Background: an optimization exercise with open tools, aiming at small area and a short achievable clock period. Do not read the settings as production practice. RTL that was checked went through simulation tests only; none was proved equivalent to the original. For run 1, only the layout was checked, not whether the RTL still works. Power and IR drop assume default switching activity.

<file path="flow/standard.sh">
#!/bin/bash
# synth_recipe.tcl (not shown) runs the flow's synth.tcl, then flattens the netlist and writes it again
# the make line also repeats each setting of config.mk as NAME=value (left out here)
make -C /OpenROAD-flow-scripts/flow DESIGN_CONFIG=/design/flow/config.mk WORK_HOME=/design/flow/orfs CLKGATE_MAP_FILE= SYNTH_SCRIPT=/design/flow/synth_recipe.tcl "${@:-finish}"
</file>
<file path="flow/config.mk">
export PLATFORM = sky130hd
export DESIGN_NAME = prog_mem_ctrl
export DESIGN_NICKNAME = prog_mem_ctrl
export VERILOG_FILES = /design/flow/design.v
export SDC_FILE = /design/flow/constraint.sdc
export NUM_CORES = 4
export LEC_CHECK = 0
export CAP_MARGIN = 20
export CORE_MARGIN = 2
export CORE_UTILIZATION = 45
export SETUP_SLACK_MARGIN = 4.0
export SLEW_MARGIN = 20
export SYNTH_HIERARCHICAL = 1
</file>
<file path="flow/flow/run.sh">
#!/bin/bash
# Layout flow: the standard ORFS flow (standard.sh) with two changes:
#  - clock tree synthesis without dummy loads, clusters of at most 16 sinks
#    within 50 um, clkbuf_8 buffers;
#  - the reset input and the fetch response outputs placed as one pin group
#    (flow/io.tcl), since reset acts on those outputs within the cycle.
# Each tool's output goes to its ORFS log under orfs/logs/; make's own output
# goes to make_finish.log in the work folder.
set -euo pipefail
cd "$(dirname "$0")/.."
CTS="-sink_clustering_enable -repair_clock_nets -dont_use_dummy_load"
CTS="$CTS -sink_clustering_size 16 -sink_clustering_max_diameter 50"
CTS="$CTS -buf_list sky130_fd_sc_hd__clkbuf_8"
bash standard.sh "CTS_ARGS=$CTS" "IO_CONSTRAINTS=$PWD/flow/io.tcl" finish > make_finish.log 2>&1
</file>
<file path="flow/design.v">
`default_nettype none
package prog_mem_ctrl_pkg;
    localparam int c_INST_W = 16;
endpackage
`default_nettype wire
`default_nettype none
module prog_byte_ram (
    input  logic        clk,
    input  logic        load,       
    input  logic        valid,      
    input  logic [7:0]  waddr,      
    input  logic [7:0]  wdata,
    input  logic [6:0]  raddr,      
    output logic [15:0] rdata_n     
);
    logic [2047:0] r_bits;      
    logic [2047:0] w_next;
    always_ff @(posedge clk) begin
        r_bits <= w_next;
    end
    logic [7:0]   r_stage;      
    logic [15:0]  w_whi;        
    logic [15:0]  w_whi_n;
    logic [7:0]   w_wlo;        
    logic [7:0]   w_wlo_v_n;    
    logic [127:0] w_we;         
    logic [127:0] w_keep;       
    always_ff @(posedge clk) begin
        if (!waddr[0]) r_stage <= wdata;
    end
    always_comb begin
        for (int j = 0; j < 16; j++) begin
            w_whi[j]   = load && (waddr[7:4] == 4'(j));
            w_whi_n[j] = !(load && (waddr[7:4] == 4'(j)));
        end
        for (int k = 0; k < 8; k++) begin
            w_wlo[k]     = (waddr[3:1] == 3'(k));
            w_wlo_v_n[k] = !(valid && waddr[0] && (waddr[3:1] == 3'(k)));
        end
    end
    for (genvar w = 0; w < 128; w++) begin : g_wrow
        pmc_nor2  u_we   (.a(w_whi_n[w/8]), .b(w_wlo_v_n[w%8]), .y(w_we[w]));
        pmc_nand2 u_keep (.a(w_whi[w/8]),   .b(w_wlo[w%8]),     .y(w_keep[w]));
        for (genvar b = 0; b < 16; b++) begin : g_bit
            pmc_ao22 u_d (.a0(w_we[w]), .b0(b < 8 ? r_stage[b % 8] : wdata[b % 8]),
                          .a1(w_keep[w]), .b1(r_bits[16*w+b]),
                          .y(w_next[16*w+b]));
        end
    end
    logic [7:0]   w_rhi_n;      
    logic [15:0]  w_rlo_n;      
    logic [127:0] w_wl;         
    always_comb begin
        for (int j = 0; j < 8; j++)  w_rhi_n[j] = (raddr[6:4] != 3'(j));
        for (int k = 0; k < 16; k++) w_rlo_n[k] = (raddr[3:0] != 4'(k));
    end
    for (genvar w = 0; w < 128; w++) begin : g_wl
        pmc_nor2 u_wl (.a(w_rhi_n[w/16]), .b(w_rlo_n[w%16]), .y(w_wl[w]));
    end
    for (genvar b = 0; b < 16; b++) begin : g_rbit
        logic [127:0] w_col;
        for (genvar w = 0; w < 128; w++) begin : g_col
            assign w_col[w] = r_bits[16*w + b];
        end
        pmc_sel128 u_sel (.wl(w_wl), .d(w_col), .y_n(rdata_n[b]));
    end
endmodule
module pmc_sel128 (
    input  logic [127:0] wl,
    input  logic [127:0] d,
    output logic         y_n
);
    logic [42:0] w_n1;          
    logic [11:0] w_p2;          
    logic [5:0]  w_n3;          
    logic [1:0]  w_p4;          
    for (genvar g = 0; g < 42; g++) begin : g_aoi
        pmc_aoi222 u_aoi (.a0(wl[3*g]),   .b0(d[3*g]),
                          .a1(wl[3*g+1]), .b1(d[3*g+1]),
                          .a2(wl[3*g+2]), .b2(d[3*g+2]), .y(w_n1[g]));
    end
    pmc_aoi22 u_aoi_last (.a0(wl[126]), .b0(d[126]), .a1(wl[127]), .b1(d[127]), .y(w_n1[42]));
    for (genvar g = 0; g < 7; g++) begin : g_nand4
        pmc_nand4 u_nand (.a(w_n1[4*g]), .b(w_n1[4*g+1]), .c(w_n1[4*g+2]), .d(w_n1[4*g+3]),
                          .y(w_p2[g]));
    end
    for (genvar g = 0; g < 5; g++) begin : g_nand3
        pmc_nand3 u_nand (.a(w_n1[28+3*g]), .b(w_n1[28+3*g+1]), .c(w_n1[28+3*g+2]),
                          .y(w_p2[7+g]));
    end
    for (genvar g = 0; g < 6; g++) begin : g_nor
        pmc_nor2 u_nor (.a(w_p2[2*g]), .b(w_p2[2*g+1]), .y(w_n3[g]));
    end
    pmc_nand3 u_nand_a (.a(w_n3[0]), .b(w_n3[1]), .c(w_n3[2]), .y(w_p4[0]));
    pmc_nand3 u_nand_b (.a(w_n3[3]), .b(w_n3[4]), .c(w_n3[5]), .y(w_p4[1]));
    pmc_nor2  u_out    (.a(w_p4[0]), .b(w_p4[1]), .y(y_n));
endmodule
module pmc_nor2 (input logic a, input logic b, output logic y);
    assign y = !(a | b);
endmodule
module pmc_nand2 (input logic a, input logic b, output logic y);
    assign y = !(a & b);
endmodule
module pmc_nand3 (input logic a, input logic b, input logic c, output logic y);
    assign y = !(a & b & c);
endmodule
module pmc_nand4 (input logic a, input logic b, input logic c, input logic d, output logic y);
    assign y = !(a & b & c & d);
endmodule
module pmc_ao22 (input logic a0, input logic b0, input logic a1, input logic b1, output logic y);
    assign y = (a0 & b0) | (a1 & b1);
endmodule
module pmc_aoi22 (input logic a0, input logic b0, input logic a1, input logic b1, output logic y);
    assign y = !((a0 & b0) | (a1 & b1));
endmodule
module pmc_aoi222 (input logic a0, input logic b0, input logic a1, input logic b1,
                   input logic a2, input logic b2, output logic y);
    assign y = !((a0 & b0) | (a1 & b1) | (a2 & b2));
endmodule
`default_nettype wire
`default_nettype none
module pmc_inv (input logic a, output logic y);
    assign y = !a;
endmodule
module pmc_a21oi (input logic a1, input logic a2, input logic b1, output logic y);
    assign y = !((a1 & a2) | b1);
endmodule
`default_nettype wire
`default_nettype none
module prog_mem_ctrl (
    input  logic        clk,
    input  logic        rst,
    input  logic        load_start,
    input  logic        load_valid,
    input  logic [7:0]  load_byte,
    output logic        load_ready,
    input  logic        load_end,
    output logic [8:0]  load_count,
    input  logic        fetch_req,
    input  logic [15:0] fetch_addr,
    output logic        fetch_ready,
    output logic        fetch_valid,
    output logic [15:0] fetch_inst,
    output logic        fetch_err
);
    logic        r_idle;
    logic        r_load;
    logic        r_resp;
    logic [7:0]  r_wptr;
    logic [8:0]  r_load_count;
    logic [15:0] r_inst_pre;   
    logic        r_err_pre;    
    logic [15:0] r_inst_hold_n;   
    logic        r_err_hold_n;
    logic        w_wr_en;
    logic        w_last;
    logic [8:0]  w_wptr_next;
    logic [15:0] w_rdata_n;
    logic        w_err;
    logic        w_take_fetch;
    logic        w_rst_n;      
    assign w_wr_en = r_load && load_valid;
    assign w_wptr_next = {1'b0, r_wptr} + {8'd0, w_wr_en};
    assign w_last      = w_wptr_next[8];
    prog_byte_ram u_ram (
        .clk   (clk),
        .load  (r_load),
        .valid (load_valid),
        .waddr (r_wptr),
        .wdata (load_byte),
        .raddr (fetch_addr[7:1]),
        .rdata_n (w_rdata_n)
    );
    assign w_err = fetch_addr[0] || (|fetch_addr[15:8]) ||
                   ({1'b0, fetch_addr[7:1]} >= r_load_count[8:1]);
    assign w_take_fetch = r_idle && !load_start && fetch_req;
    assign load_ready  = r_load;
    assign fetch_ready = r_idle;
    assign fetch_valid = r_resp && !rst;
    logic [16:0] w_pre_sel_n;
    for (genvar b = 0; b < 17; b++) begin : g_omux
        if (b < 16) begin : g_inst
            pmc_nor2  u_nor (.a(rst), .b(r_inst_pre[b]), .y(w_pre_sel_n[b]));
            pmc_a21oi u_out (.a1(rst), .a2(r_inst_hold_n[b]), .b1(w_pre_sel_n[b]),
                             .y(fetch_inst[b]));
        end else begin : g_err
            pmc_nor2  u_nor (.a(rst), .b(r_err_pre), .y(w_pre_sel_n[b]));
            pmc_a21oi u_out (.a1(rst), .a2(r_err_hold_n), .b1(w_pre_sel_n[b]),
                             .y(fetch_err));
        end
    end
    pmc_inv  u_rst_n   (.a(rst), .y(w_rst_n));
    assign load_count  = r_load_count;
    always_ff @(posedge clk) begin
        if (load_start && r_idle) begin
            r_wptr <= '0;
        end else begin
            r_wptr <= w_wptr_next[7:0];
        end
        if (!w_rst_n) begin
            r_idle       <= 1'b1;
            r_load       <= 1'b0;
            r_resp       <= 1'b0;
            r_load_count <= '0;
            r_inst_pre   <= '0;
            r_err_pre    <= 1'b0;
            r_inst_hold_n <= '1;
            r_err_hold_n  <= 1'b1;
        end else begin
            r_idle <= (r_idle && !load_start && !fetch_req) || r_resp ||
                      (r_load && (load_end || w_last));
            r_load <= (r_idle && load_start) || (r_load && !load_end && !w_last);
            r_resp <= w_take_fetch;
            if (r_load && (load_end || w_last)) begin
                r_load_count <= w_wptr_next;
            end
            r_inst_hold_n <= ~r_inst_pre;
            r_err_hold_n  <= ~r_err_pre;
            if (w_take_fetch) begin
                r_inst_pre <= w_err ? 16'h0000 : ~w_rdata_n;
                r_err_pre  <= w_err;
            end
        end
    end
endmodule
`default_nettype wire
</file>
<file path="flow/constraint.sdc">
create_clock -name core_clock -period 7.0 [get_ports {clk}]
set_input_delay 1.4000 -clock core_clock [delete_from_list [all_inputs] [get_ports {clk}]]
set_output_delay 1.4000 -clock core_clock [all_outputs]
set_load 0.01 [all_outputs]
</file>
<file path="flow/flow/io.tcl">
# Keep the reset input and the fetch response outputs next to each other.
set_io_pin_constraint -group -order -pin_names {rst fetch_valid fetch_err fetch_inst[0] fetch_inst[1] fetch_inst[2] fetch_inst[3] fetch_inst[4] fetch_inst[5] fetch_inst[6] fetch_inst[7] fetch_inst[8] fetch_inst[9] fetch_inst[10] fetch_inst[11] fetch_inst[12] fetch_inst[13] fetch_inst[14] fetch_inst[15]}
</file>
==> notes.md, run 1 <==
Clk pin slew, worst setup/hold paths 100 ps; synth top area cells dfxtp_1 58%, a22o_1 25%, a222oi_1 9.3%; via count 63000; hold_sp u_ram.r_bits[2011]$_DFF_P_; crit-path cells buf_6 > nor2b_4 > nand2_8 > buf_6 > nor2_1 > buf_4 > a222oi_1 > nand4_1 > nor2_2 > nand3_2 > nor2_1 > o31ai_1; total wire length 298000 um; Synthesized Nets 5889; drt pass-1 iters 11; Hold Crit Class reg2reg; Worst Path Required 7860 ps; Setup TNS 0 ps; setup ws final 3690 ps; Post-DP HPWL 181000 um; critical path depth 12; post-layout minimum cycle time 3310 ps; DRC 0; hold_buf cts 0; CTS root buffer clkbuf_8; CTS tree yes; Clock Sinks 2110; Adder-Cell Fraction of Synth Area 0.156%; area grow syn2layout 15.9%; row count 146; Worst Path Buf+Inv 3; pwr dens 229 nW/um^2; Initial Util 45.4%; Slew HR 17.1%; Post-synth EDFFs 8; R2R Path End u_ram.r_bits[747]$_DFF_P_; Max FO, Critical Path 16; maximum clock rate 302 MHz; unique cell type count in the Yosys netlist 58; skew final 132 ps; gr ovfl total 0; Syn Std Cell Area 72100 sq um; flops & latches, synth 2110; biggest area consumer among synthesized cells dfxtp_1; Final Instance Area 83500 sq um; Critical Path Slowest Stage Cell a222oi_1; Slew Viols, Final 0; Async S/R FF share, synth 0%; Startpoint Class input pin; placed cell areas 77400 sq um; mux cell area share after synthesis 0.0278%; All-Layer GR Usage 34.7%; Synth top area share 58.4%; outcome finished clean; maximum VDD drop 0.229 mV; crit share post-route 47.3%; XOR/XNOR Fraction of Synth Area 0.0729%; P_leak 30.9 nW; fin nets 6532; Slew @ Worst Pin 1240 ps; wire per inst 34.8 um; Final GP Congestion 0.953; Seq/Total Area, Yosys 58.7%; WP data arrival 4170 ps; Worst setup EP type flip-flop; Die W 404 um; vias in the first global route 58300; Worst Hold End u_ram.r_bits[2011]$_DFF_P_; R2R depth 6; core box area 159000 sq um; die area 163000 sq um; Via density 7.35; pin count of the biggest net entering global routing 129; clock buffer count from CTS 181; hold path depth 1; share of layout cells above drive strength 1 15.9%; IO Count 59; power consumption 0.0191 W; RSZ-0062 raised after global routing yes; Most used DFF post-synth dfxtp_1; first-pass GRT wire length 424000 um; Skew-Pair Late Insertion Delay 1000 ps; Synth Area in Compound Gates 35.2%; Post-DRT Antenna Nets 0; Synth warnings 8; DIE HEIGHT 404 um; Port Buffers 58; max incr delay on CP 440 ps; initial antenna violation count 5; final setup vio count 0; Worst R2R Setup Slack 3910 ps; clock buffer depth 3; Setup Slack @ Placement 1070 ps; Top delay family on crit path simple AND/OR/NAND/NOR gates; number of max-cap violations 0; Cells after Synth 5850; main combinational cell family by area after synthesis compound AO/OA/AOI/OAI gates; RR Startpoint r_wptr[4]$_SDFF_PP0_; kind of critical path in2reg; post-synthesis simple-gate area fraction 5.68%; Final Hold Vio Count 0; htree depth 4; Avg Cell Area, Syn 12.3 sq um; initial DRC count 12600
[where the power goes]
part           internal, W  switching (W)  leakage (nW)
registers           0.0120      0.0000265          17.0
clock network      0.00230        0.00397          1.30
logic             0.000170       0.000657          12.6
[layout make-up]
class	instances	area (sq um)
Antenna cell	6	15.0
Clock buffer	181	2490
Fill cell	13700	75200
Inverter	11	41.3
Multi-Input combinational cell	3722	31600
Sequential cell	2110	42400
Tap cell	2072	2590
Timing Repair Buffer	467	4470
[sequential cells by signal (all words and copies together) (netlist names)]
signal and count:
r_resp 1, u_ram.r_stage 8, r_err_pre 1, r_inst_pre 16, r_wptr 8, r_err_hold_n 1
r_inst_hold_n 16, r_load_count 9, r_idle 1, u_ram.r_bits 2048, r_load 1
[stage by stage]
step                cells  util, %  hold WS, ps
finish               8569     52.6          472
floorplan            5850        -          366
detailed placement   8224     48.7          451
CTS                  8511     51.9          471
global route         8565     52.6          482
global placement     8221     48.7          449
[per-module statistics from Yosys, one instance, submodules excluded, excerpt]
| module | area (sq um) | times used | cells inside |
|---|---|---|---|
| pmc_a21oi | 8.76 | 17 | 1 |
| pmc_ao22 | 8.76 | 2048 | 1 |
| pmc_inv | 3.75 | 1 | 1 |
| pmc_aoi222 | 10.0 | 672 | 1 |
| pmc_aoi22 | 12.5 | 16 | 1 |
| prog_byte_ram | 41800 | 1 | 2158 |
| pmc_nand4 | 6.26 | 112 | 1 |
[metal layers]
metal / GRT usage, % / share of wire (%) / up-vias / wire length [um]
met1: 48.1 / 41 / 31600 / 122000
met3: 7.64 / 11 / 735 / 32500
li1: - / - / 26300 / -
met5: 0 / 0.013 / - / 38
met2: 50.2 / 43 / 4271 / 127000
met4: 18.3 / 5.9 / 6 / 17500
[cells in the mapped netlist, types with 4 or more instances]
cell type and count:
o31ai_2 9, nand4_1 114, ha_1 9, dfxtp_1 2102, nand3_1 145, a22oi_2 16
nor2_1 417, a21oi_2 17, and2_1 7, inv_1 10, a22o_1 2048, edfxtp_1 8
nor2b_1 12, nand2_1 181, nor3_1 4, nand3b_1 5, o31ai_1 6, a21oi_1 6
a222oi_1 672
[layout by cell type, fill, tap and decap left out, types with 12 or more instances in the layout]
master,n
dfxtp_1,2075
a21oi_2,14
nor2_4,136
buf_2,30
clkbuf_8,181
buf_12,39
nand2_2,41
buf_4,302
nand3_1,112
nand4_1,114
nor2_1,211
dfxtp_2,16
nand3_2,13
nand3_4,20
a22o_1,2048
buf_6,61
buf_8,12
a222oi_1,672
a22oi_2,16
nand2_1,128
clkdlybuf4s50_1,13
nor2_2,75
[kinds of logic after synthesis]
family          Yosys count
compound gates         2789
xor+xnor                  6
fa+ha+maj                 9
buf+inv                  23
flops                  2110
mux                       2
simple gates            911
[worst max-delay path by stage]
stage                            from                           to  slack [ps]
6_report                fetch_addr[4]  r_inst_pre[13]$_SDFFE_PN0P_        3690
5_1_grt        r_err_pre$_SDFFE_PN0P_                    fetch_err        3750
4_1_cts                           rst                    fetch_err        3740
3_5_place_dp            fetch_addr[3]  r_inst_pre[13]$_SDFFE_PN0P_        1070
3_3_place_gp            fetch_addr[4]  r_inst_pre[13]$_SDFFE_PN0P_         720
2_1_floorplan           fetch_addr[7]   r_inst_pre[0]$_SDFFE_PN0P_        3750
[timing repair]
action                     4_1_cts  5_1_grt
cloned                          12        6
setup buffers                   94       45
pin swaps                      180      116
gates resized for setup        544      154
setup endpoints to repair     1311      961
==> run 2, diff against run 1 <==
--- a/flow/design.v
+++ b/flow/design.v
@@ -8,10 +8,12 @@
     input  logic        clk,
     input  logic        load,       
     input  logic        valid,      
+    input  logic        phase,      
     input  logic [7:0]  waddr,      
     input  logic [7:0]  wdata,
     input  logic [6:0]  raddr,      
-    output logic [15:0] rdata_n     
+    output logic [15:0] rdata_a,    
+    output logic [15:0] rdata_b
 );
     logic [2047:0] r_bits;      
     logic [2047:0] w_next;
@@ -25,6 +27,7 @@
     logic [7:0]   w_wlo_v_n;    
     logic [127:0] w_we;         
     logic [127:0] w_keep;       
+    logic [15:0]  w_wdata_x;    
     always_ff @(posedge clk) begin
         if (!waddr[0]) r_stage <= wdata;
     end
@@ -38,13 +41,14 @@
             w_wlo_v_n[k] = !(valid && waddr[0] && (waddr[3:1] == 3'(k)));
         end
     end
+    assign w_wdata_x = {wdata, r_stage} ^ {16{phase}};
     for (genvar w = 0; w < 128; w++) begin : g_wrow
         pmc_nor2  u_we   (.a(w_whi_n[w/8]), .b(w_wlo_v_n[w%8]), .y(w_we[w]));
         pmc_nand2 u_keep (.a(w_whi[w/8]),   .b(w_wlo[w%8]),     .y(w_keep[w]));
         for (genvar b = 0; b < 16; b++) begin : g_bit
-            pmc_ao22 u_d (.a0(w_we[w]), .b0(b < 8 ? r_stage[b % 8] : wdata[b % 8]),
-                          .a1(w_keep[w]), .b1(r_bits[16*w+b]),
-                          .y(w_next[16*w+b]));
+            pmc_oai22 u_d (.a1(r_bits[16*w+b]), .a2(w_we[w]),
+                           .b1(w_wdata_x[b]), .b2(w_keep[w]),
+                           .y(w_next[16*w+b]));
         end
     end
     logic [7:0]   w_rhi_n;      
@@ -62,18 +66,18 @@
         for (genvar w = 0; w < 128; w++) begin : g_col
             assign w_col[w] = r_bits[16*w + b];
         end
-        pmc_sel128 u_sel (.wl(w_wl), .d(w_col), .y_n(rdata_n[b]));
+        pmc_sel128 u_sel (.wl(w_wl), .d(w_col), .y_a(rdata_a[b]), .y_b(rdata_b[b]));
     end
 endmodule
 module pmc_sel128 (
     input  logic [127:0] wl,
     input  logic [127:0] d,
-    output logic         y_n
+    output logic         y_a,
+    output logic         y_b
 );
     logic [42:0] w_n1;          
     logic [11:0] w_p2;          
     logic [5:0]  w_n3;          
-    logic [1:0]  w_p4;          
     for (genvar g = 0; g < 42; g++) begin : g_aoi
         pmc_aoi222 u_aoi (.a0(wl[3*g]),   .b0(d[3*g]),
                           .a1(wl[3*g+1]), .b1(d[3*g+1]),
@@ -91,9 +95,8 @@
     for (genvar g = 0; g < 6; g++) begin : g_nor
         pmc_nor2 u_nor (.a(w_p2[2*g]), .b(w_p2[2*g+1]), .y(w_n3[g]));
     end
-    pmc_nand3 u_nand_a (.a(w_n3[0]), .b(w_n3[1]), .c(w_n3[2]), .y(w_p4[0]));
-    pmc_nand3 u_nand_b (.a(w_n3[3]), .b(w_n3[4]), .c(w_n3[5]), .y(w_p4[1]));
-    pmc_nor2  u_out    (.a(w_p4[0]), .b(w_p4[1]), .y(y_n));
+    pmc_nand3 u_nand_a (.a(w_n3[0]), .b(w_n3[1]), .c(w_n3[2]), .y(y_a));
+    pmc_nand3 u_nand_b (.a(w_n3[3]), .b(w_n3[4]), .c(w_n3[5]), .y(y_b));
 endmodule
 module pmc_nor2 (input logic a, input logic b, output logic y);
     assign y = !(a | b);
@@ -107,8 +110,8 @@
 module pmc_nand4 (input logic a, input logic b, input logic c, input logic d, output logic y);
     assign y = !(a & b & c & d);
 endmodule
-module pmc_ao22 (input logic a0, input logic b0, input logic a1, input logic b1, output logic y);
-    assign y = (a0 & b0) | (a1 & b1);
+module pmc_oai22 (input logic a1, input logic a2, input logic b1, input logic b2, output logic y);
+    assign y = !((a1 | a2) & (b1 | b2));
 endmodule
 module pmc_aoi22 (input logic a0, input logic b0, input logic a1, input logic b1, output logic y);
     assign y = !((a0 & b0) | (a1 & b1));
@@ -148,6 +151,7 @@
     logic        r_resp;
     logic [7:0]  r_wptr;
     logic [8:0]  r_load_count;
+    logic        r_phase;      
     logic [15:0] r_inst_pre;   
     logic        r_err_pre;    
     logic [15:0] r_inst_hold_n;   
@@ -155,7 +159,8 @@
     logic        w_wr_en;
     logic        w_last;
     logic [8:0]  w_wptr_next;
-    logic [15:0] w_rdata_n;
+    logic [15:0] w_rdata_a;
+    logic [15:0] w_rdata_b;
     logic        w_err;
     logic        w_take_fetch;
     logic        w_rst_n;      
@@ -166,10 +171,12 @@
         .clk   (clk),
         .load  (r_load),
         .valid (load_valid),
+        .phase (r_phase),
         .waddr (r_wptr),
         .wdata (load_byte),
         .raddr (fetch_addr[7:1]),
-        .rdata_n (w_rdata_n)
+        .rdata_a (w_rdata_a),
+        .rdata_b (w_rdata_b)
     );
     assign w_err = fetch_addr[0] || (|fetch_addr[15:8]) ||
                    ({1'b0, fetch_addr[7:1]} >= r_load_count[8:1]);
@@ -202,6 +209,7 @@
             r_load       <= 1'b0;
             r_resp       <= 1'b0;
             r_load_count <= '0;
+            r_phase      <= 1'b0;
             r_inst_pre   <= '0;
             r_err_pre    <= 1'b0;
             r_inst_hold_n <= '1;
@@ -211,13 +219,14 @@
                       (r_load && (load_end || w_last));
             r_load <= (r_idle && load_start) || (r_load && !load_end && !w_last);
             r_resp <= w_take_fetch;
+            r_phase <= !r_phase;
             if (r_load && (load_end || w_last)) begin
                 r_load_count <= w_wptr_next;
             end
             r_inst_hold_n <= ~r_inst_pre;
             r_err_hold_n  <= ~r_err_pre;
             if (w_take_fetch) begin
-                r_inst_pre <= w_err ? 16'h0000 : ~w_rdata_n;
+                r_inst_pre <= w_err ? 16'h0000 : ((w_rdata_a | w_rdata_b) ^ {16{r_phase}});
                 r_err_pre  <= w_err;
             end
         end
--- a/flow/config.mk
+++ b/flow/config.mk
@@ -7,7 +7,7 @@
 export LEC_CHECK = 0
 export CAP_MARGIN = 20
 export CORE_MARGIN = 2
-export CORE_UTILIZATION = 45
+export CORE_UTILIZATION = 55
 export SETUP_SLACK_MARGIN = 4.0
 export SLEW_MARGIN = 20
 export SYNTH_HIERARCHICAL = 1
==> notes.md, run 2 <==
outcome finished clean; Die W 354 um; Post-synth EDFFs 8; Largest regs u_ram.r_bits: 2048 flops, r_inst_hold_n: 16 flops, r_inst_pre: 16 flops; Async S/R FF share, synth 0%; Cells after Synth 5889; commonest non-fill, non-tap cells in the layout 2094 x dfxtp_1, 2048 x o22ai_1, 672 x a222oi_1; maximum clock rate 285 MHz; power consumption 0.0197 W; Worst R2R Setup Slack 3810 ps; flip-flop count of the largest register after layout 2048; Fill cells 9603; Worst setup EP type primary output; Clk pin slew, worst setup/hold paths 100 ps; Clock Sinks 2111; commonest non-fill, non-tap cell in the layout dfxtp_1; core box area 122000 sq um; final non-filler cell total 8156; fin nets 6571; Post-DRT Antenna Nets 0; Final GP Congestion 0.962; flops & latches, synth 2111; Slew HR 24.1%; Setup TNS 0 ps; pin count of the biggest net entering global routing 129; Worst Path Required 5600 ps; row count 128; initial antenna violation count 3; Slew Viols, Final 0; Synth warnings 8; Synthesized Nets 5928; initial DRC count 13400; M3 GR Usage 12.0%; DIE HEIGHT 354 um; Most used DFF post-synth dfxtp_1; Max FO, Critical Path 5; placed cell areas 71900 sq um; All-Layer GR Usage 42.7%; gr ovfl total 0; Placed Cells 7726; biggest area consumer among synthesized cells dfxtp_1; total wire length 282000 um; Synth top area share 62.6%; WP data arrival 2100 ps; top-count cell post-synth dfxtp_1; unique cell type count in the Yosys netlist 53; pwr dens 249 nW/um^2; area grow syn2layout 17.8%; IO Count 59; Top reg by flops u_ram.r_bits; Via density 7.86; Post-DP HPWL 162000 um; skew final 91.4 ps; vias in the first global route 58100; wire per inst 34.5 um; via count 64100; CTS tree yes; first-pass GRT wire length 404000 um; final setup vio count 0; kind of critical path in2out; crit share post-route 50.1%; clock buffer count from CTS 175; worst hold slack 429 ps; die area 125000 sq um; post-layout minimum cycle time 3500 ps; htree depth 4; Slew @ Worst Pin 1140 ps; Skew-Pair Late Insertion Delay 980 ps; RSZ-0062 raised after global routing yes; Seq/Total Area, Yosys 63.0%; clock buffer depth 3; DRC 0; maximum VDD drop 0.374 mV; Hold Crit Class reg2reg; Syn Std Cell Area 67200 sq um; Startpoint Class input pin; Avg Cell Area, Syn 11.4 sq um; list of most frequent post-synthesis cells 2103 x dfxtp_1, 2048 x o22ai_1, 672 x a222oi_1; synth top area cells dfxtp_1 63%, o22ai_1 19%, a222oi_1 10%; P_leak 27.8 nW; CTS root buffer clkbuf_8; number of max-cap violations 0; grt met1 use 59.6%; gr busiest metal met2; Final Instance Area 79200 sq um; Final Hold Vio Count 0; share of layout cells above drive strength 1 16.5%; drt pass-1 iters 13; grt met2 use 60.7%; Initial Util 55.3%; Port Buffers 58
[run 2: cell count changes after synthesis, sizes merged, moves of 3 or more]
cell / change
o22ai: +2048
nor2: +5
a22o: -2048
nand2: -3
xor2: +32
clkbuf: +5
[run 2: final timing paths]
| path | startpoint | end | cells after the start |
|---|---|---|---|
| setup / recovery | rst | fetch_inst[4] | 6 |
| hold / removal | r_inst_pre[11]$_SDFFE_PN0P_ | r_inst_hold_n[11]$_SDFF_PN1_ | 1 |
| setup reg to reg | r_wptr[4]$_SDFF_PP0_ | u_ram.r_bits[1096]$_DFF_P_ | 5 |
| hold reg to reg | r_inst_pre[11]$_SDFFE_PN0P_ | r_inst_hold_n[11]$_SDFF_PN1_ | 1 |
[run 2: repair_timing]
action                                  in CTS  in global routing
pin swaps                                  281                156
endpoints found under the hold margin        0                  0
buffers inserted                           175                 59
gates cloned                                16                  3
resized for setup                          661                135
hold buffers                                 0                  0
endpoints found under the setup margin    1085               1373
[run 2: final cells by class]
type	instances	area [sq um]	area share (%)
Timing Repair Buffer	472	4890	6.17
Antenna cell	1	2.50	0.00316
Tap cell	1625	2030	2.57
Inverter	10	37.5	0.0474
Sequential cell	2111	42400	53.5
Multi-Input combinational cell	3762	27500	34.7
Clock buffer	175	2410	3.04
[run 2: cells by family (layout without fill, tap and decap cells)]
kind of cell	Yosys count	count (layout)	synth area share, %
XOR/XNOR	38	38	0.495
flip-flops	2111	2111	63.0
multiplexers	2	2	0.0298
buffers and inverters	26	657	0.177
other	0	1	0
AO/OA/AOI/OAI	2788	2788	30.1
adder cells (fa/ha/maj)	9	9	0.167
AND/OR/NAND/NOR	915	925	6.10
[run 2: routing by layer]
layer / vias up / share of wire, %
li1: 26600 / -
met1: 31800 / 39
met2: 4820 / 42
met3: 865 / 14
met4: 0 / 5.6
met5: - / 0
[run 2: stage by stage]
step	worst slack, ps	util (%)
after floorplan	3400	-
after global placement	742	59.0
after detailed placement	1110	59.1
after CTS	3480	64.2
after global routing	3480	65.2
final	3500	65.2
[run 2: worst max-delay path, cell delays in order]
cell     delay, ps
buf_12         120
buf_12         130
buf_12         130
nor2_2         130
a21oi_4         60
buf_6          120
[run 2: report_power, final]
group / leakage [nW] / internal (W) / total, W / switching [W]
Sequential: 19.3 / 0.0121 / 0.0121 / 0.0000503
Combinational: 7.23 / 0.000399 / 0.00149 / 0.00109
Clock: 1.26 / 0.00223 / 0.00609 / 0.00386
Total: 27.8 / 0.0147 / 0.0197 / 0.00500
[run 2: Yosys stat by module, one instance, submodules excluded, excerpt]
module,copies in the design,flops+latches
pmc_nand3,112,0
prog_byte_ram,1,2056
pmc_nor2,369,0
pmc_nand2,128,0
pmc_aoi222,672,0
pmc_nand4,112,0
pmc_a21oi,17,0
pmc_aoi22,16,0
prog_mem_ctrl,1,55
pmc_inv,1,0
pmc_oai22,2048,0
==> run 3, diff against run 2 <==
--- a/flow/config.mk
+++ b/flow/config.mk
@@ -7,7 +7,7 @@
 export LEC_CHECK = 0
 export CAP_MARGIN = 20
 export CORE_MARGIN = 2
-export CORE_UTILIZATION = 55
+export CORE_UTILIZATION = 45
 export SETUP_SLACK_MARGIN = 4.0
 export SLEW_MARGIN = 20
 export SYNTH_HIERARCHICAL = 1
==> notes.md, run 3 <==
Synthesized Nets 5928; via count 63200; initial antenna violation count 4; grt met2 use 48.7%; crit path from fetch_addr[1]; Hold Crit Class reg2reg; crit path to r_inst_pre[7]$_SDFFE_PN0P_; Post-DRT Antenna Nets 0; critical path depth 16; fin nets 6538; Final Hold Vio Count 0; number of max-cap violations 0; Most Frequent Cell on Critical Path buf_6; gr ovfl total 0; unique cell type count in the Yosys netlist 53; drt pass-1 iters 9; skew final 118 ps; clock buffer count from CTS 177; Worst R2R Setup Slack 3920 ps; Top reg by flops u_ram.r_bits; DIE HEIGHT 391 um; wire per inst 32.8 um; synth top area cells dfxtp_1 63%, o22ai_1 19%, a222oi_1 10%; RSZ-0062 raised after global routing yes; crit-path cells buf_12 > nor2b_4 > nand2_4 > buf_6 > buf_6 > buf_6 > nor2_4 > buf_6 > buf_6 > a222oi_1 > nand4_1 > nor2_1 > nand3_1 > nor2_2 > xor2_1 > o31ai_2; total wire length 277000 um; vias in the first global route 57700; post-layout minimum cycle time 3420 ps; core box area 148000 sq um; Via density 7.49; DRC 0; list of most frequent post-synthesis cells 2103 x dfxtp_1, 2048 x o22ai_1, 672 x a222oi_1; All-Layer GR Usage 34.5%; Port Buffers 58; Clk pwr share 31.2%; share of layout cells above drive strength 1 15.8%; htree depth 4; Max FO, Critical Path 6; Setup TNS 0 ps; crit share post-route 48.8%; grt met1 use 47.9%; R2R depth 4; gr busiest metal met2; Initial Util 45.4%; Skew-Pair Late Insertion Delay 960 ps; flip-flop count of the largest register after layout 2048; core occupancy in the finished layout 53.3%; RR Startpoint r_wptr[7]$_SDFF_PP0_; Async S/R FF share, synth 0%; area grow syn2layout 17.3%; die area 153000 sq um; biggest area consumer among synthesized cells dfxtp_1; final setup vio count 0; CTS root buffer clkbuf_8; Slew HR 15.5%; Net Sw Frac 25.4%; Synth top area share 62.6%; pin count of the biggest net entering global routing 129; Int Power 0.0147 W; max incr delay on CP 530 ps; WP data arrival 4240 ps; R2R Path End u_ram.r_bits[2035]$_DFF_P_; outcome finished clean; Synth warnings 8; Post-synth EDFFs 8; Largest regs u_ram.r_bits: 2048 flops, r_inst_hold_n: 16 flops, r_inst_pre: 16 flops; Syn Std Cell Area 67200 sq um; clock buffer depth 3; IO Count 59; maximum VDD drop 0.433 mV; Final GP Congestion 0.923; row count 141; top-count cell post-synth dfxtp_1; flops & latches, synth 2111; first-pass GRT wire length 398000 um; NetSw 0.00501 W; M3 GR Usage 10.2%; Startpoint Class input pin; P_leak 27.7 nW; Worst Path Required 7820 ps; Top delay family on crit path simple AND/OR/NAND/NOR gates; Seq/Total Area, Yosys 63.0%; initial DRC count 12400; Avg Cell Area, Syn 11.4 sq um; maximum clock rate 293 MHz; Worst setup EP type flip-flop; Slew @ Worst Pin 1270 ps; Slew Viols, Final 0; CTS tree yes; commonest non-fill, non-tap cells in the layout 2090 x dfxtp_1, 2048 x o22ai_1, 672 x a222oi_1; Clock Sinks 2111; commonest non-fill, non-tap cell in the layout dfxtp_1; Most used DFF post-synth dfxtp_1; pwr dens 250 nW/um^2; Worst Path Buf+Inv 6; power share of the sequential group 61.5%; Critical Path Slowest Stage Cell a222oi_1; Cells after Synth 5889; Clk pin slew, worst setup/hold paths 100 ps; Logic pwr share 7.4%; kind of critical path in2reg; Die W 391 um; Post-DP HPWL 159000 um
==> run 3: stage by stage <==
step	worst slack, ps	area [sq um]	std cells	power, W	hold WS, ps
after floorplan	3400	67600	5889	0.0130	366
after global placement	1130	72200	8044	0.0137	387
after detailed placement	1100	72400	8052	0.0137	382
after CTS	3590	77800	8369	0.0197	422
after global routing	3590	78900	8428	0.0202	445
final	3580	78900	8434	0.0197	422
==> run 3: cell type report <==
type / count / area [sq um]
Antenna cell: 7 / 17.5
Clock buffer: 177 / 2440
Fill cell: 12900 / 69100
Inverter: 10 / 37.5
Multi-Input combinational cell: 3757 / 27100
Sequential cell: 2111 / 42400
Tap cell: 1930 / 2410
Timing Repair Buffer: 442 / 4550
==> run 3: Yosys stat by module, one instance, submodules excluded, a selection <==
module	copies in the design	flip-flops and latches	area, sq um	cells
pmc_a21oi	17	0	8.76	1
pmc_inv	1	0	3.75	1
prog_byte_ram	1	2056	41900	2176
pmc_nand3	112	0	5.00	1
pmc_aoi222	672	0	10.0	1
pmc_aoi22	16	0	12.5	1
pmc_oai22	2048	0	6.26	1
pmc_nand4	112	0	6.26	1
pmc_nand2	128	0	3.75	1
pmc_nor2	369	0	3.75	1
prog_mem_ctrl	1	55	2300	238
==> run 3: how the worst min path moves through the flow <==
stage | slack, ps | from | depth (start not counted) | to
2_1_floorplan | 370 | r_err_pre$_SDFFE_PN0P_ | 1 | r_err_hold_n$_SDFF_PN1_
3_3_place_gp | 390 | r_err_pre$_SDFFE_PN0P_ | 1 | r_err_hold_n$_SDFF_PN1_
3_5_place_dp | 380 | r_err_pre$_SDFFE_PN0P_ | 1 | r_err_hold_n$_SDFF_PN1_
4_1_cts | 420 | r_err_pre$_SDFFE_PN0P_ | 1 | r_err_hold_n$_SDFF_PN1_
5_1_grt | 450 | r_err_pre$_SDFFE_PN0P_ | 1 | r_err_hold_n$_SDFF_PN1_
6_report | 420 | r_err_pre$_SDFFE_PN0P_ | 1 | r_err_hold_n$_SDFF_PN1_
==> run 3: power groups by stage <==
stage,registers (W),logic [W],clock network [W]
after floorplan,0.0124,0.000660,0
after global placement,0.0124,0.00128,0
after detailed placement,0.0124,0.00129,0
after CTS,0.0121,0.00138,0.00619
after global routing,0.0121,0.00146,0.00663
final,0.0121,0.00145,0.00615
==> run 3: metal layers <==
metal,wire length (um),up-vias,part of all wire [%]
met4,14800,6,5.3
met2,116000,4393,42
met5,49,-,0.018
met3,34400,781,12
met1,111000,31500,40
li1,-,26500,-
==> run 3: logic make-up (layout without fill, tap and decap cells) <==
family                   after synthesis  in the layout  synth area share, %
AO/OA/AOI/OAI                       2788           2788                 30.1
XOR/XNOR                              38             38                0.495
buffers and inverters                 26            629                0.177
other                                  0              7                    0
flip-flops                          2111           2111                 63.0
multiplexers                           2              2               0.0298
adder cells (fa/ha/maj)                9              9                0.167
AND/OR/NAND/NOR                      915            920                 6.10
==> run 3: timing repair <==
| item | CTS | global route |
|---|---|---|
| pin swaps | 222 | 123 |
| hold buffers | 0 | 0 |
| resized for setup | 579 | 111 |
| setup buffers | 124 | 54 |
| setup endpoints to repair | 954 | 400 |
| hold endpoints to repair | 0 | 0 |
| cloned | 16 | 2 |
==> run 3: worst reg2reg max path, delay by kind of cell (launching register included) <==
kind | cells | cell delay, ps
DFF | 1 | 720
AOI/OAI and AO/OA | 1 | 190
and+or+nand+nor | 3 | 1950
==> run 4, diff against run 3 <==
--- a/flow/design.v
+++ b/flow/design.v
@@ -12,8 +12,8 @@
     input  logic [7:0]  waddr,      
     input  logic [7:0]  wdata,
     input  logic [6:0]  raddr,      
-    output logic [15:0] rdata_a,    
-    output logic [15:0] rdata_b
+    output logic [15:0] rdata,      
+    output logic [15:0] rdata_n     
 );
     logic [2047:0] r_bits;      
     logic [2047:0] w_next;
@@ -51,52 +51,50 @@
                            .y(w_next[16*w+b]));
         end
     end
-    logic [7:0]   w_rhi_n;      
-    logic [15:0]  w_rlo_n;      
-    logic [127:0] w_wl;         
+    logic [7:0]   w_rhi;        
+    logic [15:0]  w_rlo;        
+    logic [127:0] w_wl_n;       
     always_comb begin
-        for (int j = 0; j < 8; j++)  w_rhi_n[j] = (raddr[6:4] != 3'(j));
-        for (int k = 0; k < 16; k++) w_rlo_n[k] = (raddr[3:0] != 4'(k));
+        for (int j = 0; j < 8; j++)  w_rhi[j] = (raddr[6:4] == 3'(j));
+        for (int k = 0; k < 16; k++) w_rlo[k] = (raddr[3:0] == 4'(k));
     end
     for (genvar w = 0; w < 128; w++) begin : g_wl
-        pmc_nor2 u_wl (.a(w_rhi_n[w/16]), .b(w_rlo_n[w%16]), .y(w_wl[w]));
+        pmc_nand2 u_wl (.a(w_rhi[w/16]), .b(w_rlo[w%16]), .y(w_wl_n[w]));
     end
     for (genvar b = 0; b < 16; b++) begin : g_rbit
         logic [127:0] w_col;
         for (genvar w = 0; w < 128; w++) begin : g_col
             assign w_col[w] = r_bits[16*w + b];
         end
-        pmc_sel128 u_sel (.wl(w_wl), .d(w_col), .y_a(rdata_a[b]), .y_b(rdata_b[b]));
+        pmc_sel128 u_sel (.wl_n(w_wl_n), .d(w_col), .y(rdata[b]), .y_n(rdata_n[b]));
     end
 endmodule
 module pmc_sel128 (
-    input  logic [127:0] wl,
+    input  logic [127:0] wl_n,
     input  logic [127:0] d,
-    output logic         y_a,
-    output logic         y_b
+    output logic         y,
+    output logic         y_n
 );
-    logic [42:0] w_n1;          
-    logic [11:0] w_p2;          
-    logic [5:0]  w_n3;          
-    for (genvar g = 0; g < 42; g++) begin : g_aoi
-        pmc_aoi222 u_aoi (.a0(wl[3*g]),   .b0(d[3*g]),
-                          .a1(wl[3*g+1]), .b1(d[3*g+1]),
-                          .a2(wl[3*g+2]), .b2(d[3*g+2]), .y(w_n1[g]));
-    end
-    pmc_aoi22 u_aoi_last (.a0(wl[126]), .b0(d[126]), .a1(wl[127]), .b1(d[127]), .y(w_n1[42]));
-    for (genvar g = 0; g < 7; g++) begin : g_nand4
-        pmc_nand4 u_nand (.a(w_n1[4*g]), .b(w_n1[4*g+1]), .c(w_n1[4*g+2]), .d(w_n1[4*g+3]),
-                          .y(w_p2[g]));
-    end
-    for (genvar g = 0; g < 5; g++) begin : g_nand3
-        pmc_nand3 u_nand (.a(w_n1[28+3*g]), .b(w_n1[28+3*g+1]), .c(w_n1[28+3*g+2]),
-                          .y(w_p2[7+g]));
-    end
-    for (genvar g = 0; g < 6; g++) begin : g_nor
-        pmc_nor2 u_nor (.a(w_p2[2*g]), .b(w_p2[2*g+1]), .y(w_n3[g]));
-    end
-    pmc_nand3 u_nand_a (.a(w_n3[0]), .b(w_n3[1]), .c(w_n3[2]), .y(y_a));
-    pmc_nand3 u_nand_b (.a(w_n3[3]), .b(w_n3[4]), .c(w_n3[5]), .y(y_b));
+    logic [63:0] w_p1;          
+    logic [31:0] w_n2;          
+    logic [7:0]  w_p3;          
+    logic [3:0]  w_n4;          
+    for (genvar g = 0; g < 64; g++) begin : g_oai
+        pmc_oai22 u_oai (.a1(wl_n[2*g]), .a2(d[2*g]), .b1(wl_n[2*g+1]), .b2(d[2*g+1]),
+                         .y(w_p1[g]));
+    end
+    for (genvar g = 0; g < 32; g++) begin : g_nor
+        pmc_nor2 u_nor (.a(w_p1[2*g]), .b(w_p1[2*g+1]), .y(w_n2[g]));
+    end
+    for (genvar g = 0; g < 8; g++) begin : g_nand
+        pmc_nand4 u_nand (.a(w_n2[4*g]), .b(w_n2[4*g+1]), .c(w_n2[4*g+2]), .d(w_n2[4*g+3]),
+                          .y(w_p3[g]));
+    end
+    for (genvar g = 0; g < 4; g++) begin : g_nor4
+        pmc_nor2 u_nor (.a(w_p3[2*g]), .b(w_p3[2*g+1]), .y(w_n4[g]));
+    end
+    pmc_nand4 u_out   (.a(w_n4[0]), .b(w_n4[1]), .c(w_n4[2]), .d(w_n4[3]), .y(y_n));
+    pmc_and4  u_out_p (.a(w_n4[0]), .b(w_n4[1]), .c(w_n4[2]), .d(w_n4[3]), .y(y));
 endmodule
 module pmc_nor2 (input logic a, input logic b, output logic y);
     assign y = !(a | b);
@@ -104,21 +102,18 @@
 module pmc_nand2 (input logic a, input logic b, output logic y);
     assign y = !(a & b);
 endmodule
-module pmc_nand3 (input logic a, input logic b, input logic c, output logic y);
-    assign y = !(a & b & c);
-endmodule
 module pmc_nand4 (input logic a, input logic b, input logic c, input logic d, output logic y);
     assign y = !(a & b & c & d);
 endmodule
+module pmc_and4 (input logic a, input logic b, input logic c, input logic d, output logic y);
+    assign y = a & b & c & d;
+endmodule
+module pmc_a221o (input logic a1, input logic a2, input logic b1, input logic b2,
+                  input logic c1, output logic y);
+    assign y = (a1 & a2) | (b1 & b2) | c1;
+endmodule
 module pmc_oai22 (input logic a1, input logic a2, input logic b1, input logic b2, output logic y);
     assign y = !((a1 | a2) & (b1 | b2));
-endmodule
-module pmc_aoi22 (input logic a0, input logic b0, input logic a1, input logic b1, output logic y);
-    assign y = !((a0 & b0) | (a1 & b1));
-endmodule
-module pmc_aoi222 (input logic a0, input logic b0, input logic a1, input logic b1,
-                   input logic a2, input logic b2, output logic y);
-    assign y = !((a0 & b0) | (a1 & b1) | (a2 & b2));
 endmodule
 `default_nettype wire
 `default_nettype none
@@ -159,8 +154,12 @@
     logic        w_wr_en;
     logic        w_last;
     logic [8:0]  w_wptr_next;
-    logic [15:0] w_rdata_a;
-    logic [15:0] w_rdata_b;
+    logic [15:0] w_rdata;      
+    logic [15:0] w_rdata_n;
+    logic        w_sel_p0;     
+    logic        w_sel_p1;     
+    logic [15:0] w_keep_pre;   
+    logic [15:0] w_pre_next;
     logic        w_err;
     logic        w_take_fetch;
     logic        w_rst_n;      
@@ -175,12 +174,19 @@
         .waddr (r_wptr),
         .wdata (load_byte),
         .raddr (fetch_addr[7:1]),
-        .rdata_a (w_rdata_a),
-        .rdata_b (w_rdata_b)
+        .rdata   (w_rdata),
+        .rdata_n (w_rdata_n)
     );
     assign w_err = fetch_addr[0] || (|fetch_addr[15:8]) ||
                    ({1'b0, fetch_addr[7:1]} >= r_load_count[8:1]);
     assign w_take_fetch = r_idle && !load_start && fetch_req;
+    assign w_sel_p0   = w_rst_n && w_take_fetch && !w_err && !r_phase;
+    assign w_sel_p1   = w_rst_n && w_take_fetch && !w_err &&  r_phase;
+    assign w_keep_pre = {16{w_rst_n && !w_take_fetch}} & r_inst_pre;
+    for (genvar b = 0; b < 16; b++) begin : g_pre
+        pmc_a221o u_pre (.a1(w_sel_p0), .a2(w_rdata[b]), .b1(w_sel_p1), .b2(w_rdata_n[b]),
+                         .c1(w_keep_pre[b]), .y(w_pre_next[b]));
+    end
     assign load_ready  = r_load;
     assign fetch_ready = r_idle;
     assign fetch_valid = r_resp && !rst;
@@ -199,6 +205,9 @@
     pmc_inv  u_rst_n   (.a(rst), .y(w_rst_n));
     assign load_count  = r_load_count;
     always_ff @(posedge clk) begin
+        r_inst_pre <= w_pre_next;
+    end
+    always_ff @(posedge clk) begin
         if (load_start && r_idle) begin
             r_wptr <= '0;
         end else begin
@@ -210,7 +219,6 @@
             r_resp       <= 1'b0;
             r_load_count <= '0;
             r_phase      <= 1'b0;
-            r_inst_pre   <= '0;
             r_err_pre    <= 1'b0;
             r_inst_hold_n <= '1;
             r_err_hold_n  <= 1'b1;
@@ -226,7 +234,6 @@
             r_inst_hold_n <= ~r_inst_pre;
             r_err_hold_n  <= ~r_err_pre;
             if (w_take_fetch) begin
-                r_inst_pre <= w_err ? 16'h0000 : ((w_rdata_a | w_rdata_b) ^ {16{r_phase}});
                 r_err_pre  <= w_err;
             end
         end
==> notes.md, run 4 <==
outcome finished clean; Skew-Pair Late Insertion Delay 930 ps; CTS tree yes; Slew Viols, Final 0; Clk pin slew, worst setup/hold paths 100 ps; maximum VDD drop 0.208 mV; setup ws final 3410 ps; Seq/Total Area, Yosys 62.2%; Synth warnings 8; initial antenna violation count 10; list of most frequent post-synthesis cells 3072 x o22ai_1, 2103 x dfxtp_1, 773 x nor2_1; number of max-cap violations 0; Clock Sinks 2111; commonest non-fill, non-tap cells in the layout 3048 x o22ai_1, 2093 x dfxtp_1, 549 x nor2_1; Critical Path Slowest Stage Cell a21oi_4; Cells after Synth 6599; Synthesized Nets 6638; Reg area 42400 sq um; kind of critical path in2out; Via density 7.09; final setup vio count 0; Multi-input gate area 28700 sq um; vias in the first global route 58300; crit share post-route 51.3%; Max FO, Critical Path 7; Die W 393 um; Port Buffers 58; Worst setup EP type primary output; WP data arrival 2190 ps; post-layout minimum cycle time 3590 ps; Largest regs u_ram.r_bits: 2048 flops, r_inst_hold_n: 16 flops, r_inst_pre: 16 flops; skew final 83.2 ps; clock buffer depth 3; Post-synth EDFFs 8; pwr dens 252 nW/um^2; Setup TNS 0 ps; drt pass-1 iters 7; Startpoint Class input pin; synth top area cells dfxtp_1 62%, o22ai_1 28%, nor2_1 4.3%; Post-DP HPWL 168000 um; top-count cell post-synth o22ai_1; unique cell type count in the Yosys netlist 49; row count 142; initial DRC count 9635; Placed Cells 8752; Worst Path Required 5600 ps; maximum clock rate 279 MHz; Avg Cell Area, Syn 10.3 sq um; All-Layer GR Usage 34.6%; CTS root buffer clkbuf_8; total wire length 280000 um; commonest non-fill, non-tap cell in the layout o22ai_1; area grow syn2layout 17.4%; RSZ-0062 raised after global routing yes; DRC 0; Slew HR 12.7%; flops & latches, synth 2111; P_leak 29.2 nW; gr ovfl total 0; core box area 150000 sq um; Setup Slack @ Placement 1420 ps; biggest area consumer among synthesized cells dfxtp_1; hold_buf cts 0; Post-DRT Antenna Nets 0; core occupancy in the finished layout 53.2%; Initial Util 45.4%; wire per inst 30.7 um; max incr delay on CP 260 ps; Top reg by flops u_ram.r_bits; share of layout cells above drive strength 1 13.6%; Synth top area share 61.9%; Final GP Congestion 0.997; Async S/R FF share, synth 0%; Fill cells 13500; IO Count 59; first-pass GRT wire length 400000 um; die area 154000 sq um; flip-flop count of the largest register after layout 2048; via count 64600; final non-filler cell total 9108; power consumption 0.0201 W; Most used DFF post-synth dfxtp_1; fin nets 7131; DIE HEIGHT 393 um; crit-path cells buf_16 > buf_12 > nor2_4 > a21oi_4 > buf_6; Hold Crit Class reg2reg; Slew @ Worst Pin 1310 ps; htree depth 4; pin count of the biggest net entering global routing 129; clock buffer count from CTS 180; Syn Std Cell Area 68000 sq um; Final Hold Vio Count 0
-- run 4: changes by cell type after synthesis, sizes merged, moves of 17 or more --
cell,previous run,this run
a222oi,672,0
nand2,178,305
nand3,146,10
nand4,115,144
nor2,422,773
o22ai,2048,3072
xor2,35,18
-- run 4: critical path: cells and delay by family --
family | cells | cell delay, ps
buf+inv | 3 | 470
compound gates | 1 | 260
simple gates | 1 | 40
-- run 4: repair_timing --
item / CTS / global route
gates resized for setup: 668 / 280
setup buffers: 19 / 142
cloned: 6 / 7
pin swaps: 47 / 100
endpoints found under the setup margin: 1786 / 1278
-- run 4: logic make-up (layout without fill, tap and decap cells) --
logic type | after synthesis | in the layout | share of synthesized area (%)
AOI/OAI and AO/OA | 3123 | 3123 | 28.9
DFF | 2111 | 2111 | 62.2
and+or+nand+nor | 1314 | 1318 | 8.22
xor gates and xnor gates | 22 | 22 | 0.283
buffers and inverters | 20 | 507 | 0.134
adders and majority gates | 9 | 9 | 0.166
other | 0 | 2 | 0
-- run 4: report_power, final --
group	switching (W)	total [W]	internal (W)
combinational	0.00137	0.00184	0.000466
sequential	0.0000546	0.0121	0.0121
clock	0.00388	0.00617	0.00229
-- run 4: path summary, 6_finish.rpt --
path / start / to / slack [ps] / cells past startpoint
max: rst / fetch_inst[0] / 3410 / 5
min: r_inst_pre[12]$_DFF_P_ / r_inst_hold_n[12]$_SDFF_PN1_ / 410 / 1
max reg2reg: r_wptr[6]$_SDFF_PP0_ / u_ram.r_bits[1013]$_DFF_P_ / 3830 / 4
min reg2reg: r_inst_pre[12]$_DFF_P_ / r_inst_hold_n[12]$_SDFF_PN1_ / 410 / 1
-- run 4: routing by layer --
| metal | global-route usage [%] | vias to the layer above | wire (um) |
|---|---|---|---|
| met5 | 0 | - | 86 |
| met4 | 16.0 | 10 | 12900 |
| met3 | 10.4 | 699 | 34100 |
| met2 | 46.2 | 4018 | 113000 |
| met1 | 50.3 | 32000 | 119000 |
| li1 | - | 27800 | - |
-- run 4: cell type report --
| type | instances | area share, % |
|---|---|---|
| clock buffer | 180 | 3.10 |
| sequential | 2111 | 53.1 |
| timing repair buffer | 318 | 4.73 |
| antenna | 2 | 0.00627 |
| tap | 2016 | 3.16 |
| inverter | 9 | 0.0423 |
| multi-input combinational | 4472 | 35.9 |
-- run 4: stage by stage --
step | instance area [sq um] | hold WS (ps)
4_1_cts | 77100 | 367
3_5_place_dp | 72400 | 390
3_3_place_gp | 72300 | 387
2_1_floorplan | 68400 | 368
5_1_grt | 79800 | 409
6_report | 79800 | 414
-- run 4: Yosys stat by module (local to each module, per instance), excerpt --
module         flops+latches  cells inside
prog_byte_ram           2056          2176
pmc_inv                    0             1
pmc_nand2                  0             1
prog_mem_ctrl             55           180
pmc_a21oi                  0             1
pmc_nor2                   0             1
pmc_oai22                  0             1
pmc_and4                   0             1
pmc_a221o                  0             1
pmc_nand4                  0             1
==> run 5, diff against run 4 <==
--- a/flow/config.mk
+++ b/flow/config.mk
@@ -7,7 +7,7 @@
 export LEC_CHECK = 0
 export CAP_MARGIN = 20
 export CORE_MARGIN = 2
-export CORE_UTILIZATION = 45
+export CORE_UTILIZATION = 65
 export SETUP_SLACK_MARGIN = 4.0
 export SLEW_MARGIN = 20
 export SYNTH_HIERARCHICAL = 1
==> notes.md, run 5 <==
Placed Cells 8111; RR Startpoint r_wptr[4]$_SDFF_PP0_; post-layout minimum cycle time 3560 ps; maximum VDD drop 0.479 mV; htree depth 4; Final GP Congestion 1.10; Setup Slack @ Placement 1410 ps; area grow syn2layout 14.2%; outcome finished clean; Post-synth EDFFs 8; first-pass GRT wire length 382000 um; Multi-input gate area 28500 sq um; setup ws final 3440 ps; maximum clock rate 281 MHz; core occupancy in the finished layout 75.0%; Avg Cell Area, Syn 10.3 sq um; DRC 0; vias in the first global route 58700; crit path from rst; commonest non-fill, non-tap cells in the layout 3048 x o22ai_1, 2097 x dfxtp_1, 552 x nor2_1; R2R depth 5; fin nets 7048; max incr delay on CP 210 ps; Max FO, Critical Path 5; grt met2 use 63.6%; Reg area 42400 sq um; Hold Crit Class reg2reg; RSZ-0062 raised after global routing yes; Final Instance Area 77700 sq um; Clk pin slew, worst setup/hold paths 100 ps; top-count cell post-synth o22ai_1; hold_buf cts 0; gr ovfl total 0; Worst R2R Setup Slack 3750 ps; WP data arrival 2160 ps; Clock Sinks 2111; DIE HEIGHT 327 um; list of most frequent post-synthesis cells 3072 x o22ai_1, 2103 x dfxtp_1, 773 x nor2_1; pwr dens 255 nW/um^2; R2R Path End u_ram.r_bits[579]$_DFF_P_; clock buffer depth 3; unique cell type count in the Yosys netlist 49; skew final 65.9 ps; Slew @ Worst Pin 1220 ps; Initial Util 65.6%; All-Layer GR Usage 46.8%; flops & latches, synth 2111; Critical Path Slowest Stage Cell a21oi_4; final setup vio count 0; number of max-cap violations 0; Seq/Total Area, Yosys 62.2%; Worst setup EP type primary output; kind of critical path in2out; Post-DRT Antenna Nets 0; crit path to fetch_inst[6]; Startpoint Class input pin; Cells after Synth 6599; Synth top area share 61.9%; Slew HR 18.4%; biggest area consumer among synthesized cells dfxtp_1; wire per inst 31.8 um; Die W 327 um; clock buffer count from CTS 164; Fill cells 7391; Syn Std Cell Area 68000 sq um; row count 118; Top delay family on crit path buffers and inverters; share of layout cells above drive strength 1 12.2%; Post-DP HPWL 160000 um; critical path depth 5; flip-flop count of the largest register after layout 2048; gr busiest metal met1; via count 66300; Worst Path Buf+Inv 4; Most used DFF post-synth dfxtp_1; grt met1 use 64.5%; CTS root buffer clkbuf_8; Synthesized Nets 6638; core box area 104000 sq um; pin count of the biggest net entering global routing 129; Synth warnings 8; CTS tree yes; drt pass-1 iters 9; initial DRC count 11900; initial antenna violation count 9; P_leak 28.5 nW; total wire length 266000 um; Final Hold Vio Count 0; placed cell areas 71600 sq um; commonest non-fill, non-tap cell in the layout o22ai_1; Worst Path Required 5600 ps; Skew-Pair Late Insertion Delay 940 ps; IO Count 59; Slew Viols, Final 0; Port Buffers 58; crit share post-route 50.9%; synth top area cells dfxtp_1 62%, o22ai_1 28%, nor2_1 4.3%; Via density 7.90; Async S/R FF share, synth 0%; M3 GR Usage 17.8%; Largest regs u_ram.r_bits: 2048 flops, r_inst_hold_n: 16 flops, r_inst_pre: 16 flops; Setup TNS 0 ps; final non-filler cell total 8393; die area 107000 sq um; crit-path cells buf_16 > buf_12 > buf_6 > a21oi_4 > buf_2; Top reg by flops u_ram.r_bits
run 5: where the power goes:
group	leakage, nW	internal (W)	switching [W]
Combinational	7.96	0.000452	0.00137
Clock	1.18	0.00210	0.00378
Sequential	19.3	0.0121	0.0000576
Total	28.5	0.0146	0.00520
run 5: layer usage:
metal	share of wire, %	vias up
li1	-	27600
met1	37	32000
met2	40	5556
met3	16	1099
met4	6.3	12
met5	0.030	-
run 5: cells by family (layout without fill, tap and decap cells):
logic type | count (synthesis) | after routing | share of synthesized area, %
AO/OA/AOI/OAI | 3123 | 3123 | 28.9
XOR/XNOR | 22 | 24 | 0.283
adder cells (fa/ha/maj) | 9 | 9 | 0.166
buffers and inverters | 20 | 424 | 0.134
flip-flops | 2111 | 2111 | 62.2
other | 0 | 6 | 0
AND/OR/NAND/NOR | 1314 | 1316 | 8.22
run 5: per-module statistics from Yosys (local to each module, per instance), excerpt:
module | times used | flip-flops and latches | cell area, sq um | cells inside
pmc_inv | 1 | 0 | 3.75 | 1
pmc_nand4 | 144 | 0 | 6.26 | 1
pmc_a221o | 16 | 0 | 10.0 | 1
pmc_a21oi | 17 | 0 | 8.76 | 1
pmc_oai22 | 3072 | 0 | 6.26 | 1
prog_byte_ram | 1 | 2056 | 41900 | 2176
prog_mem_ctrl | 1 | 55 | 1860 | 180
pmc_and4 | 16 | 0 | 8.76 | 1
pmc_nor2 | 721 | 0 | 3.75 | 1
run 5: final cells by class:
class | instances | area share [%]
timing repair buffer | 251 | 3.58
tap | 1380 | 2.22
sequential | 2111 | 54.5
antenna | 6 | 0.0193
clock buffer | 164 | 2.90
multi-input combinational | 4472 | 36.7
inverter | 9 | 0.0435
run 5: worst min-delay path by stage:
stage | from | end | slack, ps | cells after the start
2_1_floorplan | r_err_pre$_SDFFE_PN0P_ | r_err_hold_n$_SDFF_PN1_ | 370 | 1
3_3_place_gp | r_err_pre$_SDFFE_PN0P_ | r_err_hold_n$_SDFF_PN1_ | 390 | 1
3_5_place_dp | r_inst_pre[7]$_DFF_P_ | r_inst_hold_n[7]$_SDFF_PN1_ | 390 | 1
4_1_cts | r_inst_pre[15]$_DFF_P_ | r_inst_hold_n[15]$_SDFF_PN1_ | 390 | 1
5_1_grt | r_inst_pre[15]$_DFF_P_ | r_inst_hold_n[15]$_SDFF_PN1_ | 390 | 1
6_report | r_inst_pre[15]$_DFF_P_ | r_inst_hold_n[15]$_SDFF_PN1_ | 380 | 1
run 5: timing repair:
action	CTS	global route
resized for setup	616	248
endpoints found under the setup margin	2018	1379
pin swaps	52	69
setup buffers	42	58
cloned	8	3
run 5: worst reg2reg max path, stage by stage, from the launching register on:
cell and delay [ps]:
dfxtp_1 520, buf_4 310, nor2_1 620, nand2_1 620
nor2_2 740, o22ai_1 280
run 5: metrics by stage:
step                      hold WS [ps]  power [W]
after floorplan                    368     0.0132
after global placement             392     0.0139
after detailed placement           395     0.0139
after CTS                          390     0.0196
after global routing               392     0.0202
final                              376     0.0198
==> run 6, diff against run 5 <==
--- a/flow/config.mk
+++ b/flow/config.mk
@@ -7,7 +7,7 @@
 export LEC_CHECK = 0
 export CAP_MARGIN = 20
 export CORE_MARGIN = 2
-export CORE_UTILIZATION = 65
-export SETUP_SLACK_MARGIN = 4.0
+export CORE_UTILIZATION = 55
+export SETUP_SLACK_MARGIN = 4.2
 export SLEW_MARGIN = 20
 export SYNTH_HIERARCHICAL = 1
==> notes.md, run 6 <==
outcome finished clean; total wire length 288000 um; synth top area cells dfxtp_1 62%, o22ai_1 28%, nor2_1 4.3%; Largest regs u_ram.r_bits: 2048 flops, r_inst_hold_n: 16 flops, r_inst_pre: 16 flops; initial DRC count 10100; gr ovfl total 0; Die W 356 um; Slew Viols, Final 0; crit-path cells buf_16 > buf_12 > nor2_4 > a21oi_4 > buf_2; WP data arrival 2180 ps; max incr delay on CP 280 ps; Multi-input gate area 31300 sq um; Startpoint Class input pin; power consumption 0.0202 W; Synth top area share 61.9%; crit share post-route 51.2%; vias in the first global route 59200; Async S/R FF share, synth 0%; drt pass-1 iters 8; Worst Path Required 5600 ps; Top delay family on crit path buffers and inverters; CTS tree yes; Fill cells 9552; skew final 78.8 ps; first-pass GRT wire length 408000 um; post-layout minimum cycle time 3580 ps; core box area 123000 sq um; initial antenna violation count 9; commonest non-fill, non-tap cells in the layout 2925 x o22ai_1, 2090 x dfxtp_1, 423 x nor2_1; Avg Cell Area, Syn 10.3 sq um; wire per inst 32.7 um; P_leak 30.9 nW; All-Layer GR Usage 43.0%; Cells after Synth 6599; Hold Crit Class reg2reg; Final GP Congestion 0.983; Slew @ Worst Pin 1320 ps; Synth warnings 8; clock buffer depth 3; pwr dens 242 nW/um^2; area grow syn2layout 22.5%; number of max-cap violations 0; Skew-Pair Late Insertion Delay 990 ps; Clock Sinks 2111; Setup TNS 0 ps; final setup vio count 0; commonest non-fill, non-tap cell in the layout o22ai_1; maximum VDD drop 0.537 mV; placed cell areas 72900 sq um; Worst setup EP type primary output; top-count cell post-synth o22ai_1; Post-DP HPWL 170000 um; Via density 7.51; DIE HEIGHT 356 um; Critical Path Slowest Stage Cell a21oi_4; Initial Util 55.2%; Port Buffers 58; CTS root buffer clkbuf_8; htree depth 4; Final Instance Area 83300 sq um; IO Count 59; Most used DFF post-synth dfxtp_1; Reg area 42400 sq um; biggest area consumer among synthesized cells dfxtp_1; clock buffer count from CTS 175; list of most frequent post-synthesis cells 3072 x o22ai_1, 2103 x dfxtp_1, 773 x nor2_1; flip-flop count of the largest register after layout 2048; DRC 0; Max FO, Critical Path 7; kind of critical path in2out; Top reg by flops u_ram.r_bits; Synthesized Nets 6638; Clk pin slew, worst setup/hold paths 100 ps; worst hold slack 438 ps; Seq/Total Area, Yosys 62.2%; fin nets 7217; Slew HR 12.0%; RSZ-0062 raised after global routing yes; Final Hold Vio Count 0; Worst Path Buf+Inv 3; via count 66200; die area 126000 sq um; flops & latches, synth 2111; share of layout cells above drive strength 1 19.0%; hold_buf cts 0; unique cell type count in the Yosys netlist 49; pin count of the biggest net entering global routing 129; maximum clock rate 279 MHz; Post-synth EDFFs 8; row count 129; Post-DRT Antenna Nets 0; Syn Std Cell Area 68000 sq um
## run 6: cell counts after synthesis
No cell type changed its count.
## run 6: final timing paths
| check | from | to | slack [ps] | cells after the start |
|---|---|---|---|---|
| setup / recovery | rst | fetch_inst[13] | 3420 | 5 |
| hold / removal | r_inst_pre[1]$_DFF_P_ | r_inst_hold_n[1]$_SDFF_PN1_ | 440 | 1 |
| setup reg to reg | r_wptr[5]$_SDFF_PP0_ | u_ram.r_bits[1312]$_DFF_P_ | 4090 | 4 |
| hold reg to reg | r_inst_pre[1]$_DFF_P_ | r_inst_hold_n[1]$_SDFF_PN1_ | 440 | 1 |
## run 6: where the power goes
group          switching (W)  internal [W]
Sequential         0.0000496        0.0121
Clock                0.00387       0.00223
Combinational        0.00144      0.000523
Total                0.00536        0.0148
## run 6: final cells by class
| class | count | area share, % |
|---|---|---|
| Timing Repair Buffer | 396 | 6.14 |
| Inverter | 9 | 0.0405 |
| Antenna cell | 3 | 0.00901 |
| Multi-Input combinational cell | 4485 | 37.6 |
| Clock buffer | 175 | 2.89 |
| Sequential cell | 2111 | 50.8 |
| Tap cell | 1637 | 2.46 |
## run 6: timing repair
action                      CTS  global route
gates resized for setup     801           442
pin swaps                   132           192
cloned                       10            15
buffers inserted            122           135
setup endpoints to repair  1813          1482
## run 6: cell families after synthesis
kind of cell	Yosys count	share of synthesized area, %
simple gates	1314	8.22
compound gates	3123	28.9
flops	2111	62.2
fa+ha+maj	9	0.166
buf+inv	20	0.134
xor+xnor	22	0.283
## run 6: modules after synthesis (local to each module, per instance), excerpt
module | flip-flops and latches | cells | times used
prog_byte_ram | 2056 | 2176 | 1
pmc_a21oi | 0 | 1 | 17
pmc_a221o | 0 | 1 | 16
prog_mem_ctrl | 55 | 180 | 1
pmc_nand4 | 0 | 1 | 144
pmc_nor2 | 0 | 1 | 721
pmc_and4 | 0 | 1 | 16
pmc_oai22 | 0 | 1 | 3072
pmc_inv | 0 | 1 | 1
pmc_nand2 | 0 | 1 | 256
## run 6: metrics by stage
stage	setup slack, ps	util (%)	cells
after global placement	1200	59.2	8354
after global routing	3450	67.7	8814
after detailed placement	1190	59.2	8356
after CTS	3500	64.5	8663
final	3420	67.7	8816
after floorplan	3690	-	6599
## run 6: layer usage
metal | wire, um | track usage, %
met5 | 53 | 0
met4 | 18000 | 23.7
met3 | 38300 | 14.5
met2 | 118000 | 59.5
met1 | 113000 | 58.7

afterwards: timing with drivers on the ports:
How much do the figures lean on ideal ports? The routed layouts below were timed once more, with nothing changed but the port constraints. Step 1 sets driving cells, clkbuf_16 on the clock port and buf_2 on the other inputs (assumed; they add their load-dependent delay and slew). Step 2 adds t to the input delays and takes it off the output delays; t is the mean of the earliest and latest rising clock arrival at the registers after step 1. Input paths then give back, and output paths get back, about the clock's delay inside the block. Three values: no drivers, after step 1, after step 2; two values: the first two.
| run | shift t [ns] | setup slack, ns | latest minus earliest clock arrival (ns) |
|---|---|---|---|
| run 1 | 1.026 | 3.686 / 3.257 / 2.667 | 0.142 / 0.142 |
| run 2 | 1.008 | 3.495 / 3.436 / 2.557 | 0.092 / 0.092 |
| run 3 | 1.009 | 3.584 / 3.509 / 2.526 | 0.156 / 0.155 |
| run 4 | 0.983 | 3.410 / 3.315 / 2.886 | 0.120 / 0.120 |
| run 5 | 0.978 | 3.440 / 3.205 / 2.844 | 0.069 / 0.069 |
| run 6 | 1.026 | 3.415 / 3.056 / 2.827 | 0.085 / 0.085 |
After both steps every run listed still meets setup and hold. The setup slack of run 3, which loses most, moves by -0.075 ns with the drivers and by -1.058 ns with both steps.
